Source: an optimization exercise on an open RTL-to-GDS flow (aim: small area, a short achievable clock period and few clock cycles). Production flows keep margins and buffers that such runs may drop. Function was not checked in any run shown here: the RTL went through the layout flow alone. Power is estimated from default activity; no workload was simulated.

File: design/flow/run.sh
#!/bin/bash
# synth_recipe.tcl (not shown) runs the flow's synth.tcl, then flattens the netlist and writes it again
# the make line also repeats each setting of config.mk as NAME=value (left out here)
make -C /OpenROAD-flow-scripts/flow DESIGN_CONFIG=/design/flow/config.mk WORK_HOME=/design/flow/orfs CLKGATE_MAP_FILE= SYNTH_SCRIPT=/design/flow/synth_recipe.tcl finish
File: design/flow/config.mk
export PLATFORM = sky130hd
export DESIGN_NAME = n_queens_backtrack_search
export DESIGN_NICKNAME = n_queens_backtrack_search
export VERILOG_FILES = /design/flow/design.v
export SDC_FILE = /design/flow/constraint.sdc
export NUM_CORES = 4
export LEC_CHECK = 0
export ABC_AREA = 1
export CAP_MARGIN = 20
export CORE_MARGIN = 2
export CORE_UTILIZATION = 40
export SETUP_SLACK_MARGIN = 5
export SLEW_MARGIN = 20
File: design/flow/constraint.sdc
create_clock -name core_clock -period 10.0 [get_ports {clk}]
set_input_delay 2.0000 -clock core_clock [delete_from_list [all_inputs] [get_ports {clk}]]
set_output_delay 2.0000 -clock core_clock [all_outputs]
set_load 0.01 [all_outputs]
File: design/flow/design.v
package nqbs_pkg;
  localparam int DEF_MAX_QUEENS = 16;
  localparam int CFG_IDX_W  = 1;
  localparam int CFG_DATA_W = 32;
  localparam int BOARD_W    = 5;
  localparam int BUDGET_W   = 32;
  localparam logic [CFG_IDX_W-1:0] REG_BOARD_SIZE  = 1'd0;
  localparam logic [CFG_IDX_W-1:0] REG_STEP_BUDGET = 1'd1;
  localparam logic [BOARD_W-1:0]  BOARD_RST  = 5'd8;
  localparam logic [BUDGET_W-1:0] BUDGET_RST = 32'd1000000;
  localparam int IN_TDATA_W  = 8;
  localparam int OUT_TDATA_W = 16;
endpackage
import nqbs_pkg::*;
module n_queens_backtrack_search
#(
  parameter int MAX_QUEENS = DEF_MAX_QUEENS
) (
  input  logic                   clk,
  input  logic                   rst_n,
  input  logic                   cfg_valid,
  output logic                   cfg_ready,
  input  logic [CFG_IDX_W-1:0]   cfg_index,
  input  logic [CFG_DATA_W-1:0]  cfg_data,
  input  logic                   in_tvalid,
  output logic                   in_tready,
  input  logic [IN_TDATA_W-1:0]  in_tdata,    
  output logic                   out_tvalid,
  input  logic                   out_tready,
  output logic [OUT_TDATA_W-1:0] out_tdata,
  output logic                   out_tlast
);
  localparam int BW = 18;
  logic [4:0]    n_r;           
  logic [BW-1:0] budget_r;
  logic          idle_r, search_r, emit_r;
  logic [BW-7:0] hi_r;
  logic [7:0]    b_r;
  logic [3:0]    col_r;         
  logic          z0_r, z1_r, lc_r, bd_r, eqd_r;
  logic [4:0]    rs_r;          
  logic [3:0]    stk_r [16];    
  logic [3:0]    best_r [16];   
  logic [4:0]    depth_r;
  logic [15:0]   cm_r;          
  logic [15:0]   ld_r;          
  logic [15:0]   rd_r;          
  logic          solved_r, ran_out_r;
  logic [3:0]    k_r;           
  assign cfg_ready  = 1'b1;
  assign in_tready  = idle_r;
  assign out_tvalid = emit_r;
  logic [3:0]  q, q2, q3;
  logic [15:0] att_c, att_p, av_c, av_p;
  logic [15:0] oh_c, oh_p, oh_q, oh_q2, oh_q3, oh_qv, near_q, far_q;
  logic        has_q;
  logic [15:0] pre_c, pre_p;
  logic [15:0] ge_rs, lt_n, gt_q, le_a, le_r;
  logic [3:0]  f_c, f_p;
  logic        any_c, any_p, ok_c;
  logic        mv_adv, mv_repl, mv_dbl, mv_exh, borrow, ok, last_col, hi_nz;
  logic [7:0]  base_x, base_r, base_d, w_a, w_r, w_d, b_nx;
  logic [BW-7:0] hi_dec;
  assign q     = stk_r[0];
  assign q2    = stk_r[1];
  assign q3    = stk_r[2];
  assign has_q = !z0_r;
  always_comb begin
    for (int j = 0; j < 16; j++) begin
      ge_rs[j] = (5'(j) >= rs_r);
      lt_n[j]  = (5'(j) <  n_r);
      gt_q[j]  = (4'(j) >  q);
      oh_q[j]  = (4'(j) == q);
      oh_q2[j] = (4'(j) == q2);
      oh_q3[j] = (4'(j) == q3);
    end
  end
  assign oh_qv  = has_q ? oh_q : 16'd0;
  assign near_q = oh_qv | (oh_qv << 1) | (oh_qv >> 1);
  assign far_q  = oh_qv | (oh_qv << 2) | (oh_qv >> 2);
  always_comb begin
    for (int j = 0; j < 16; j++) begin
      att_c[j] = cm_r[j] | ((j > 0) ? ld_r[(j + 15) % 16] : 1'b0)
                        | ((j < 15) ? rd_r[(j + 1) % 16] : 1'b0) | near_q[j];
      att_p[j] = cm_r[j] | ld_r[j] | rd_r[j];
    end
  end
  assign av_c  = ~att_c & ge_rs & lt_n;
  assign av_p  = ~att_p & gt_q & lt_n;
  assign any_c = |av_c;
  assign any_p = |av_p;
  always_comb begin
    pre_c[0] = 1'b0;
    pre_p[0] = 1'b0;
    for (int j = 1; j < 16; j++) begin
      pre_c[j] = pre_c[j-1] | av_c[j-1];
      pre_p[j] = pre_p[j-1] | av_p[j-1];
    end
  end
  assign oh_c = av_c & ~pre_c;
  assign oh_p = av_p & ~pre_p;
  always_comb begin
    f_c = '0;
    f_p = '0;
    for (int j = 0; j < 16; j++) begin
      if (oh_c[j]) f_c = f_c | 4'(j);
      if (oh_p[j]) f_p = f_p | 4'(j);
    end
  end
  logic [15:0] att_n, av_n, dead;
  logic        two_c, dskip;
  always_comb begin
    for (int j = 0; j < 16; j++) begin
      att_n[j] = cm_r[j] | ((j > 1) ? ld_r[(j + 14) % 16] : 1'b0)
                        | ((j < 14) ? rd_r[(j + 2) % 16] : 1'b0) | far_q[j];
    end
  end
  assign av_n = ~att_n & lt_n;
  logic [15:0] free_far [16];
  always_comb begin
    for (int j = 0; j < 16; j++) begin
      free_far[j] = av_n;
      free_far[j][j] = 1'b0;
      if (j > 0)  free_far[j][j-1] = 1'b0;
      if (j < 15) free_far[j][j+1] = 1'b0;
      dead[j] = ~|free_far[j];
    end
  end
  assign two_c    = |(av_c & pre_c);
  assign last_col = lc_r;
  assign dskip    = !two_c && (|(av_c & dead)) && !last_col && bd_r;
  logic [15:0] att_c0, av_c0, dead_p;
  logic        two_p, rdead;
  always_comb begin
    for (int j = 0; j < 16; j++) begin
      att_c0[j] = cm_r[j] | ((j > 0) ? ld_r[(j + 15) % 16] : 1'b0)
                         | ((j < 15) ? rd_r[(j + 1) % 16] : 1'b0);
    end
  end
  assign av_c0 = ~att_c0 & lt_n;
  logic [15:0] free_far_p [16];
  always_comb begin
    for (int j = 0; j < 16; j++) begin
      free_far_p[j] = av_c0;
      free_far_p[j][j] = 1'b0;
      if (j > 0)  free_far_p[j][j-1] = 1'b0;
      if (j < 15) free_far_p[j][j+1] = 1'b0;
      dead_p[j] = ~|free_far_p[j];
    end
  end
  assign two_p = |(av_p & pre_p);
  assign rdead = !two_p && (|(av_p & dead_p));
  logic [7:0]  bq, base_x0, base_x1, base_r0, base_r1, base_d0, base_d1, base_d2;
  assign bq      = b_r + 8'(q);
  assign base_x0 = b_r - 8'(n_r);
  assign base_x1 = b_r - 8'({n_r, 1'b1});              
  assign base_r0 = bq - 8'(n_r);
  assign base_r1 = bq - 8'({n_r, 1'b1});
  assign base_d0 = bq - 8'({n_r, 1'b0});               
  assign base_d1 = bq - 8'(n_r) - 8'({n_r, 1'b1});     
  assign base_d2 = bq - 8'({n_r, 2'b10});              
  assign base_x  = dskip ? base_x1 : base_x0;
  assign base_r  = dskip ? base_r1 : base_r0;
  assign base_d  = (dskip && rdead) ? base_d2 : (dskip || rdead) ? base_d1 : base_d0;
  always_comb begin
    for (int j = 0; j < 16; j++) begin
      le_a[j] = !b_r[7] && ((|b_r[6:4]) || (b_r[3:0] >= 4'(j)));
    end
  end
  assign ok_c = |(av_c & le_a);
  assign mv_adv  = any_c && !dskip;
  assign mv_repl = !mv_adv && !z0_r && any_p && !rdead;
  assign mv_dbl  = !mv_adv && !z0_r && !z1_r && !(any_p && !rdead);
  assign mv_exh  = !mv_adv && (z0_r || (z1_r && !(any_p && !rdead)));
  assign w_a = b_r + {4'hf, ~f_c};
  assign w_r = base_r + {4'hf, ~f_p};                 
  assign w_d = {2'b00, base_d[5:0]} + 8'(q2);
  always_comb begin
    if (mv_adv) borrow = !ok_c;
    else if (mv_repl) borrow = w_r[7] && (w_r != 8'hff);
    else if (z0_r) borrow = base_x[7];
    else borrow = base_d[7];
  end
  assign hi_nz    = |hi_r;
  assign hi_dec   = hi_r - 1'b1;
  assign ok       = hi_nz | !borrow;
  always_comb begin
    if (mv_adv) b_nx = w_a;
    else if (mv_repl) b_nx = w_r;
    else b_nx = w_d;
    if (borrow && !mv_dbl) b_nx[7:6] = 2'b00;
  end
  logic [15:0] ld_dbl, rd_dbl;
  assign ld_dbl = ld_r & ~(oh_q2 << 1) & ~(oh_q3 << 2);
  assign rd_dbl = rd_r & ~(oh_q2 >> 1) & ~(oh_q3 >> 2);
  logic [3:0] back;           
  always_comb begin
    back = 4'd0;
    for (int i = 3; i < 15; i++) begin
      if (4'(i) < col_r) begin
        if (stk_r[i] == 4'(16 - i)) back[2] = 1'b1;
        if (stk_r[i] == 4'(17 - i)) back[3] = 1'b1;
        if (stk_r[i] == 4'(i - 2))  back[0] = 1'b1;
        if (stk_r[i] == 4'(i - 1))  back[1] = 1'b1;
      end
    end
  end
  logic take, stop;
  assign take = idle_r & in_tvalid & in_tdata[0];
  assign stop = !ok || (mv_adv && last_col) || mv_exh;
  always_ff @(posedge clk) begin
    if (!rst_n) begin
      n_r      <= 5'(BOARD_RST);
      budget_r <= (BUDGET_RST >= 32'(2**BW - 1)) ? '1 : BW'(BUDGET_RST);
      idle_r   <= 1'b1;
      search_r <= 1'b0;
      emit_r   <= 1'b0;
    end else begin
      if (cfg_valid) begin
        if (cfg_index == REG_BOARD_SIZE) begin
          if (cfg_data[4:0] == 5'd0) n_r <= 5'd1;
          else if (cfg_data[4:0] > 5'd16) n_r <= 5'd16;
          else n_r <= cfg_data[4:0];
        end else begin
          budget_r <= (|cfg_data[31:BW]) ? '1 : cfg_data[BW-1:0];
        end
      end
      if (idle_r) begin
        if (take) begin
          idle_r <= 1'b0;
          if (budget_r == '0 || n_r == 5'd1) emit_r <= 1'b1;
          else search_r <= 1'b1;
        end
      end else if (search_r) begin
        if (stop) begin
          search_r <= 1'b0;
          emit_r   <= 1'b1;
        end
      end else if (emit_r) begin
        if (out_tready && (5'(k_r) + 5'd1 == n_r)) begin
          emit_r <= 1'b0;
          idle_r <= 1'b1;
        end
      end
    end
  end
  always_ff @(posedge clk) begin
    if (idle_r) begin
      hi_r      <= budget_r[BW-1:6];
      b_r       <= {2'b00, budget_r[5:0]} - 8'd2;
      col_r     <= 4'd1;
      z0_r      <= 1'b0;
      z1_r      <= 1'b1;
      lc_r      <= (n_r == 5'd2);
      bd_r      <= 1'b0;
      eqd_r     <= 1'b1;
      rs_r      <= 5'd0;
      stk_r[0]  <= 4'd0;
      cm_r      <= 16'h0000;
      ld_r      <= 16'h0000;
      rd_r      <= 16'h0000;
    end else begin
      b_r <= b_nx;
      if (borrow) hi_r <= hi_dec;
      if (mv_adv) begin
        stk_r[0] <= f_c;
        for (int i = 1; i < 16; i++) stk_r[i] <= stk_r[i-1];
        rs_r  <= 5'd0;
        col_r <= col_r + 4'd1;
        z0_r  <= 1'b0;
        z1_r  <= z0_r;
        lc_r  <= (5'(col_r) + 5'd2 == n_r);
        bd_r  <= !eqd_r && (5'(col_r) + 5'd1 < depth_r);
        eqd_r <= eqd_r || (5'(col_r) + 5'd1 == depth_r);
        cm_r  <= cm_r | oh_qv;
        ld_r  <= (ld_r | oh_qv) << 1;
        rd_r  <= (rd_r | oh_qv) >> 1;
      end else if (mv_repl) begin
        stk_r[0] <= f_p;
        rs_r <= 5'd0;
      end else begin
        for (int i = 0; i < 14; i++) stk_r[i] <= stk_r[i+2];
        rs_r  <= 5'(q2) + 5'd1;
        col_r <= col_r - 4'd2;
        z0_r  <= (col_r == 4'd2);
        z1_r  <= (col_r == 4'd3);
        lc_r  <= 1'b0;
        bd_r  <= 1'b1;
        eqd_r <= 1'b0;
        cm_r  <= cm_r & ~oh_q2 & ~oh_q3;
        ld_r  <= {back[3:2], ld_dbl[15:2]};
        rd_r  <= {rd_dbl[13:0], back[1:0]};
      end
    end
  end
  always_ff @(posedge clk) begin
    if (idle_r) begin
      best_r[0] <= 4'd0;
      depth_r   <= (budget_r == '0) ? 5'd0 : 5'd1;
      solved_r  <= (budget_r != '0) && (n_r == 5'd1);
      ran_out_r <= (budget_r == '0);
      k_r       <= 4'd0;
    end else if (search_r) begin
      if (mv_adv && (hi_nz || ok_c) && eqd_r) begin
        depth_r <= depth_r + 5'd1;
        best_r[0] <= f_c;
        for (int i = 1; i < 16; i++) best_r[i] <= stk_r[i-1];
      end
      if (stop) begin
        solved_r  <= ok && mv_adv && last_col;
        ran_out_r <= !ok;
      end
    end else if (emit_r) begin
      if (out_tready) k_r <= k_r + 4'd1;
    end
  end
  logic placed;
  assign placed    = (5'(k_r) < depth_r);
  assign out_tdata = {ran_out_r,
                      solved_r,
                      depth_r,
                      placed,
                      placed ? best_r[4'(depth_r) - 4'd1 - k_r] : 4'd0,
                      k_r};
  assign out_tlast = (5'(k_r) + 5'd1 == n_r);
endmodule
==> results of run 1 <==
critical path, delay by kind of cell, from the launching register on:
kind	cells	cell delay [ps]
fa+ha+maj	2	730
compound gates	3	710
buf+inv	4	490
flops	1	450
simple gates	3	360
layer usage:
metal	GRT usage	wire, um	part of all wire	vias up
met4	0.0840	1960	0.030	0
met2	0.455	29400	0.45	805
li1	-	-	-	8349
met1	0.409	28800	0.44	8510
met3	0.0268	4930	0.076	112
met5	0	0	0	-
cell type report:
cell class	instances	area, um2	share of cell area
inverters	353	1380	0.0651
clock buffers	40	860	0.0405
clock inverters	10	126	0.00595
repair buffers	180	1640	0.0774
flip-flops and latches	247	6390	0.301
well taps	539	674	0.0318
multi-input cells	1689	10100	0.478
metrics by stage:
step	cells	worst slack, ps	power, mW
finish	3058	4700	3.54
global route	3058	4580	3.70
CTS	2982	4560	3.36
detailed placement	2894	3420	2.19
global placement	2894	3470	2.18
floorplan	2349	5380	1.86
flip-flops by register name, indices dropped and copies added (netlist names):
register	cells
b_r	8
bd_r	1
best_r	64
budget_r	18
cm_r	16
col_r	4
depth_r	5
emit_r	1
eqd_r	1
hi_r	12
idle_r	1
k_r	4
lc_r	1
ld_r	16
n_r	5
ran_out_r	1
rd_r	16
rs_r	5
search_r	1
solved_r	1
stk_r	64
z0_r	1
z1_r	1
cells by family (layout without fill, tap and decap cells):
kind of cell | after synthesis | count (layout) | synth area share
AND/OR/NAND/NOR | 1099 | 1102 | 0.288
AO/OA/AOI/OAI | 458 | 458 | 0.160
buffers and inverters | 416 | 583 | 0.0951
flip-flops | 247 | 247 | 0.371
adder cells (fa/ha/maj) | 74 | 74 | 0.0581
XOR/XNOR | 53 | 53 | 0.0272
other | 1 | 1 | 0.000219
multiplexers | 1 | 1 | 0.000586
worst max-delay path by stage:
stage / startpoint / end / slack [ps] / depth (start not counted)
floorplan: n_r[1]$_SDFFE_PN0P_ / hi_r[0]$_DFFE_PP_ / 5380 / 32
finish: depth_r[0]$_DFFE_PP_ / out_tdata[5] / 4700 / 12
CTS: depth_r[0]$_DFFE_PP_ / out_tdata[7] / 4560 / 10
global route: depth_r[0]$_DFFE_PP_ / out_tdata[7] / 4580 / 15
detailed placement: n_r[4]$_SDFFE_PN0P_ / best_r[15][2]$_DFFE_PP_ / 3420 / 22
global placement: n_r[4]$_SDFFE_PN0P_ / best_r[11][2]$_DFFE_PP_ / 3470 / 22
cells in the mapped netlist, types with 7 or more instances:
cell and n:
nor4_1 37, nor3_1 77, inv_1 331, inv_2 18, a221oi_1 17, clkbuf_1 38, xnor2_1 21, o21ai_1 9
dfxtp_1 107, buf_4 7, nand4_1 45, nand3_1 145, xor2_1 32, nand2_2 10, o21ai_0 180, nand2_1 417
o22ai_1 60, edfxtp_1 140, a31oi_1 16, nor2_1 309, o32ai_1 11, fa_1 9, nor2_4 9, buf_2 11
a21oi_1 98, o211ai_1 13, o311ai_0 7, nor2_2 16, nand3_2 10, ha_1 65
timing repair:
| item | CTS | global route |
|---|---|---|
| gates resized for setup | 180 | 162 |
| setup endpoints to repair | 238 | 179 |
| setup buffers | 35 | 74 |
| gates cloned | 3 | 2 |
| pin swaps | 27 | 67 |
| hold buffers | 0 | 0 |
| endpoints found under the hold margin | 0 | 0 |
report_power, final:
part | internal (mW) | switching [mW] | leakage [nW]
registers | 1.11 | 0.0565 | 2.16
clock network | 0.653 | 0.441 | 0.479
logic | 0.485 | 0.795 | 6.19
total | 2.25 | 1.29 | 8.84
==> metrics.md, run 1 <==
| Metric | Value |
|---|---|
| Vias/cell | `roughly 5.8` |
| CTS Buf Count | `27` |
| Static Leakage | `8.84 nW` |
| Core ar. | `between 0.04 and 0.05 mm2` |
| PD cells | `around 170 mW/mm2` |
| CP Class | `register to primary output` |
| F_max | `between 150 and 200 MHz` |
| Async S/R FF share, synth | `0` |
| Syn Inst Count | `approximately 2300` |
| Max Buffers Root-to-Sink | `3` |
| FF+latch count, synth | `approximately 250` |
| Synth top area cells | `edfxtp_1 (25%), dfxtp_1 (13%), nand2_1 (9.2%), inv_1 (7.3%), nor2_1 (6.8%)` |
| Nets | `~2600` |
| Total global routing overflow | `0` |
| Number of distinct library cells after synthesis | `68` |
| Initial DRC Count | `roughly 1900` |
| Worst vdd ir | `around 0.11 mV` |
| Yosys warning total | `5` |
| Post-Route Utilization | `0.505` |
| Hold Startpoint | `stk_r[6][3]$_DFFE_PP_` |
| Area after DPL | `~0.018 mm2` |
| Setup crit end kind | `primary output` |
| Worst-Skew Late Latency | `about 580 ps` |
| Largest net degree at the start of global routing | `between 60 and 70` |
| CP arrival | `around 3300 ps` |
| Clock Sinks | `approximately 250` |
| Share of post-route cells with drive strength above 1 | `0.178` |
| Syn Nets | `2469` |
| Skew final | `roughly 24 ps` |
| Num rows | `75` |
| First-pass DRT Iterations | `6` |
| Final Cell Area | `about 0.021 mm2` |
| DR DRC count | `0` |
| Worst hold path depth | `0` |
| Worst setup SP type | `register` |
| Syn-to-layout area delta | `24.2%` |
| CP max stage cell | `fa_2` |
| Hold endpoint | `best_r[7][3]$_DFFE_PP_` |
| Number of synthesized flops with an enable pin | `140` |
| First-pass GRT wire length | `between 90000 and 100000 um` |
| Worst reg2reg setup slack | `a little over 5000 ps` |
| Diode count | `0` |
| Routed len/inst | `21.3 um` |
| Highest-count cells in the layout ignoring fill and taps | `nand2_1 (382), inv_1 (307), nor2_1 (251), o21ai_0 (169), edfxtp_1 (140)` |
| Port Buf Inserts | `57` |
| Hold violation total from the final report | `0` |
| Mean post-synth cell area | `between 7 and 8 um2` |
| R2R Path Start | `stk_r[0][1]$_SDFF_PP0_` |
| Die Width | `211 um` |
| Slowest cell delay on critical path | `about 540 ps` |
| Sum of negative setup slack | `0 ps` |
| Routability Congestion | `between 0.9 and 1` |
| Starting density of the core | `0.407` |
| WHS | `approximately 450 ps` |
| Pins Over Slew Limit | `0` |
| Top cell type's share of synthesized area | `0.246` |
| RSZ-0062 raised after global routing | `yes` |
| Worst-path maximum fanout | `4` |
| Final setup viols | `0` |
| MaxCap Viol Count | `0` |
| Worst Max-Slew Pin Slew | `between 800 and 900 ps` |
| Detail Route Antenna Nets | `0` |
| # IOs | `66` |
| Worst Path Required | `8000 ps` |
| Root buf cell | `clkbuf_16` |
| Final worst-path cycle share | `0.530` |
| Worst R2R End | `emit_r$_SDFFE_PN0P_` |
| Sequential area share after synthesis | `0.371` |
| CTS tree | `yes` |
| Die height | `211 um` |
| Worst slew margin | `0.443` |
| Period minus WS final | `between 5000 and 6000 ps` |
| CP cell instances | `ha_4, inv_2, fa_2, inv_1, nor2_4, inv_2, nor2_4, a22o_1, a221oi_2, nand4_1, o21a_1, buf_2` |
| Drt total wl | `~65000 um` |
| Post-synthesis cell area | `~0.017 mm2` |
| Initial antenna violation count | `0` |
| HP Class | `register to register` |
| Commonest non-fill, non-tap cell in the layout | `nand2_1` |
| Htree depth | `1` |
| CTS clk-pin slew, worst paths | `about 60 ps` |
| Filler cells | `4054` |
| Via count | `between 15000 and 20000` |
| DP HPWL | `around 48000 um` |
| DIE AREA | `between 0.04 and 0.05 mm2` |
| GRT Util Overall | `0.284` |
| Vias in the first global route | `16400` |
| Status | `complete, no violations` |
| R2R cell count | `36` |
| Main synth FF type | `edfxtp_1` |
| Cell accounting for the most synthesized area | `edfxtp_1` |
==> run 2: changes to the inputs <==
--- a/design/flow/config.mk
+++ b/design/flow/config.mk
@@ -10,4 +10,8 @@
 export CORE_MARGIN = 2
 export CORE_UTILIZATION = 40
+export CTS_CLUSTER_DIAMETER = 100
+export CTS_CLUSTER_SIZE = 24
+export PLACE_DENSITY = 0.75
 export SETUP_SLACK_MARGIN = 5
 export SLEW_MARGIN = 20
+export TNS_END_PERCENT = 0
==> run 2 against run 1 <==
- synthesized area unchanged
- synthesized cell count unchanged
- combinational power down 13%
- wire length down 6.1%
- die area unchanged
- total power down 17%
- largest cell class unchanged
==> metrics.md, run 2 <==
| Metric | Value |
|---|---|
| Share of post-route cells with drive strength above 1 | `0.118 (-0.0598)` |
| Number of synthesized flops with an enable pin | `140 (unchanged)` |
| Worst vdd ir | `0.103 mV (-3.6%)` |
| DP HPWL | `45400 um (-5.5%)` |
| Final setup viols | `0 (unchanged)` |
| Core ar. | `0.0420 mm2 (unchanged)` |
| Synth top cells by count | `nand2_1 (417), inv_1 (331), nor2_1 (309)` |
| Final worst-path cycle share | `0.522 (-0.00784)` |
| Diode count | `0 (unchanged)` |
| Worst Max-Slew Pin Slew | `1030 ps (+197 ps)` |
| CTS tree | `yes` |
| PD cells | `150 mW/mm2 (-10%)` |
| Worst-path maximum fanout | `4 (unchanged)` |
| Initial DRC Count | `2127 (+11%)` |
| Highest-count cells in the layout ignoring fill and taps | `nand2_1 (407), inv_1 (311), nor2_1 (272), o21ai_0 (175), edfxtp_1 (140)` |
| Vias/cell | `5.97 (+2.7%)` |
| Period minus WS final | `5220 ps (-78.4 ps)` |
| Largest net degree at the start of global routing | `77 (+13%)` |
| Worst reg2reg setup slack | `4960 ps (-150 ps)` |
| Sum of negative setup slack | `0 ps (unchanged)` |
| Top cell type's share of synthesized area | `0.246 (unchanged)` |
| Synth top area cells | `edfxtp_1 (25%), dfxtp_1 (13%), nand2_1 (9.2%), inv_1 (7.3%), nor2_1 (6.8%)` |
| Worst R2R End | `ran_out_r$_DFFE_PP_` |
| Mean post-synth cell area | `7.28 um2 (unchanged)` |
| Critical Path Source | `depth_r[0]$_DFFE_PP_` |
| Htree depth | `1 (unchanged)` |
| Port Buf Inserts | `57 (unchanged)` |
| Setup crit end kind | `primary output` |
| RSZ-0062 raised after global routing | `yes` |
| Worst slew margin | `0.312 (-0.130)` |
| Most common cell in the synthesized netlist | `nand2_1` |
| # IOs | `66 (unchanged)` |
| Syn Inst Count | `2349 (unchanged)` |
| Crit path to | `out_tdata[5]` |
| Number of distinct library cells after synthesis | `68 (unchanged)` |
| Async S/R FF share, synth | `0 (unchanged)` |
| Status | `complete, no violations` |
| First-pass GRT wire length | `92900 um (-4.4%)` |
| Detail Route Antenna Nets | `0 (unchanged)` |
| Largest regs | `best_r: 64 flops, stk_r: 64 flops, budget_r: 18 flops` |
| DIE AREA | `0.0444 mm2 (unchanged)` |
| Static Leakage | `8.11 nW (-8.2%)` |
| Worst setup SP type | `register` |
| WHS | `471 ps (+23.5 ps)` |
| Num rows | `75 (unchanged)` |
| Worst-Skew Late Latency | `530 ps (-50 ps)` |
| Nets | `2542 (-2.9%)` |
| Starting density of the core | `0.407 (unchanged)` |
| Commonest non-fill, non-tap cell in the layout | `nand2_1` |
| FF+latch count, synth | `247 (unchanged)` |
| Sequential area share after synthesis | `0.371 (unchanged)` |
| Root buf cell | `clkbuf_16` |
| Post-synthesis cell area | `0.0171 mm2 (unchanged)` |
| DR DRC count | `0 (unchanged)` |
| Main synth FF type | `edfxtp_1` |
| CTS Buf Count | `15 (-44%)` |
| Max Buffers Root-to-Sink | `3 (unchanged)` |
| Routed len/inst | `20.6 um (-3.3%)` |
| Worst hold path depth | `0 (unchanged)` |
| HP Class | `register to register` |
| First-pass DRT Iterations | `5 (-1)` |
| Hold violation total from the final report | `0 (unchanged)` |
| Area after DPL | `0.0181 mm2 (about the same)` |
| Clock Sinks | `247 (unchanged)` |
| Die Width | `211 um (unchanged)` |
| Total global routing overflow | `0 (unchanged)` |
| Cell accounting for the most synthesized area | `edfxtp_1` |
| Routability Congestion | `1.03 (+4.1%)` |
| Initial antenna violation count | `1 (+1)` |
| Worst Path Required | `8000 ps (about the same)` |
| CTS clk-pin slew, worst paths | `100 ps (+40 ps)` |
| Die height | `211 um (unchanged)` |
| Yosys warning total | `5 (unchanged)` |
| R2R cell count | `28 (-22%)` |
| Vias in the first global route | `16800 (+2.4%)` |
| Final Cell Area | `0.0197 mm2 (-7.1%)` |
| R2R Path Start | `n_r[0]$_SDFFE_PN0P_` |
| Skew final | `53.9 ps (+29.9 ps)` |
| F_max | `192 MHz (+1.5%)` |
| GRT Util Overall | `0.265 (-0.0193)` |
| Drt total wl | `61200 um (-6.1%)` |
| Via count | `17700 (-0.23%)` |
| CP arrival | `3220 ps (-80 ps)` |
| Syn-to-layout area delta | `15.3%` |
| CP Class | `register to primary output` |
| Syn Nets | `2469 (unchanged)` |
| Pins Over Slew Limit | `0 (unchanged)` |
| Filler cells | `4136 (+2.0%)` |
| MaxCap Viol Count | `0 (unchanged)` |
## run 2: cell counts after synthesis
No cell type changed its count.
## run 2: repair_timing
item / 4_1_cts / 5_1_grt
setup buffers: 19 / 29
pin swaps: 13 / 27
endpoints found under the hold margin: 0 / 0
hold buffers: 0 / 0
gates cloned: 3 / 1
resized for setup: 94 / 125
endpoints found under the setup margin: 218 / 199
## run 2: through the flow
step | worst slack (ps) | total power, mW | utilization | cells
global route | 4660 | 3.09 | 0.469 | 2970
CTS | 4750 | 2.83 | 0.452 | 2940
floorplan | 5380 | 1.86 | - | 2349
global placement | 3480 | 2.12 | 0.431 | 2892
finish | 4780 | 2.95 | 0.469 | 2970
detailed placement | 3320 | 2.15 | 0.431 | 2892
## run 2: metal layers
metal / vias up / part of all wire / global-route usage
met2: 1098 / 0.45 / 0.428
met5: - / 0 / 0
met1: 8306 / 0.40 / 0.355
li1: 8155 / - / -
met3: 176 / 0.10 / 0.0366
met4: 0 / 0.043 / 0.118
## run 2: cells by family after synthesis
kind of cell    after synthesis  synth area share
compound gates              458             0.160
other cells                   1          0.000219
simple gates               1099             0.288
flops                       247             0.371
mux                           1          0.000586
xor+xnor                     53            0.0272
fa+ha+maj                    74            0.0581
buf+inv                     416            0.0951
## run 2: final cells by class
class | instances | area [um2] | share of cell area
inverters | 353 | 1360 | 0.0687
repair buffers | 115 | 1050 | 0.0533
multi-input cells | 1690 | 9780 | 0.496
clock inverters | 4 | 53.8 | 0.00273
clock buffers | 22 | 412 | 0.0209
well taps | 539 | 674 | 0.0342
flip-flops and latches | 247 | 6390 | 0.324
## run 2: worst min path at each step
| stage | start | slack [ps] | end |
|---|---|---|---|
| 2_1_floorplan | stk_r[10][2]$_DFFE_PP_ | 430 | best_r[11][2]$_DFFE_PP_ |
| 3_3_place_gp | stk_r[10][2]$_DFFE_PP_ | 430 | best_r[11][2]$_DFFE_PP_ |
| 3_5_place_dp | stk_r[10][2]$_DFFE_PP_ | 450 | best_r[11][2]$_DFFE_PP_ |
| 4_1_cts | stk_r[10][2]$_DFFE_PP_ | 470 | best_r[11][2]$_DFFE_PP_ |
| 5_1_grt | stk_r[10][2]$_DFFE_PP_ | 490 | best_r[11][2]$_DFFE_PP_ |
| 6_report | stk_r[10][2]$_DFFE_PP_ | 470 | best_r[11][2]$_DFFE_PP_ |
## run 2: worst max-delay path, stage by stage (launching register included)
cell and delay [ps]:
edfxtp_1 470, ha_4 200, inv_2 60, fa_2 540, inv_2 90, nor2_1 60, inv_2 160, nor2_4 90
a22o_1 210, a221oi_2 270, nand4_1 160, o21a_1 220, buf_2 140
## run 2: where the power goes
group	internal (mW)	total, mW	switching [mW]
clock	0.302	0.669	0.367
combinational	0.406	1.12	0.714
sequential	1.11	1.16	0.0569

separate check: timing with driven ports:
The results above use ideal ports. As a check the final layouts listed here were re-extracted and re-timed, cells and wires unchanged.
Step 1, drivers: a clkbuf_16 drives clk and a buf_2 each remaining input, both assumed.
Step 2, shift: input delay + t, output delay - t, t = (earliest + latest rising clock arrival at the registers) / 2. This alone moves slack from input paths to output paths.
Slacks: no drivers / after step 1 / after step 2; pairs: no drivers / after step 1.
| run | t (ns) | slack for setup (ns) | hold WS [ns] | worst setup path after step 2 | clock arrival spread, ns |
|---|---|---|---|---|---|
| run 1 | 0.624 | 4.700 / 4.641 / 5.111 | 0.448 / 0.448 / 0.448 | register to register | 0.024 / 0.024 |
| run 2 | 0.551 | 4.779 / 4.728 / 4.964 | 0.471 / 0.471 / 0.471 | register to register | 0.054 / 0.054 |
After both steps every run listed still meets setup and hold.
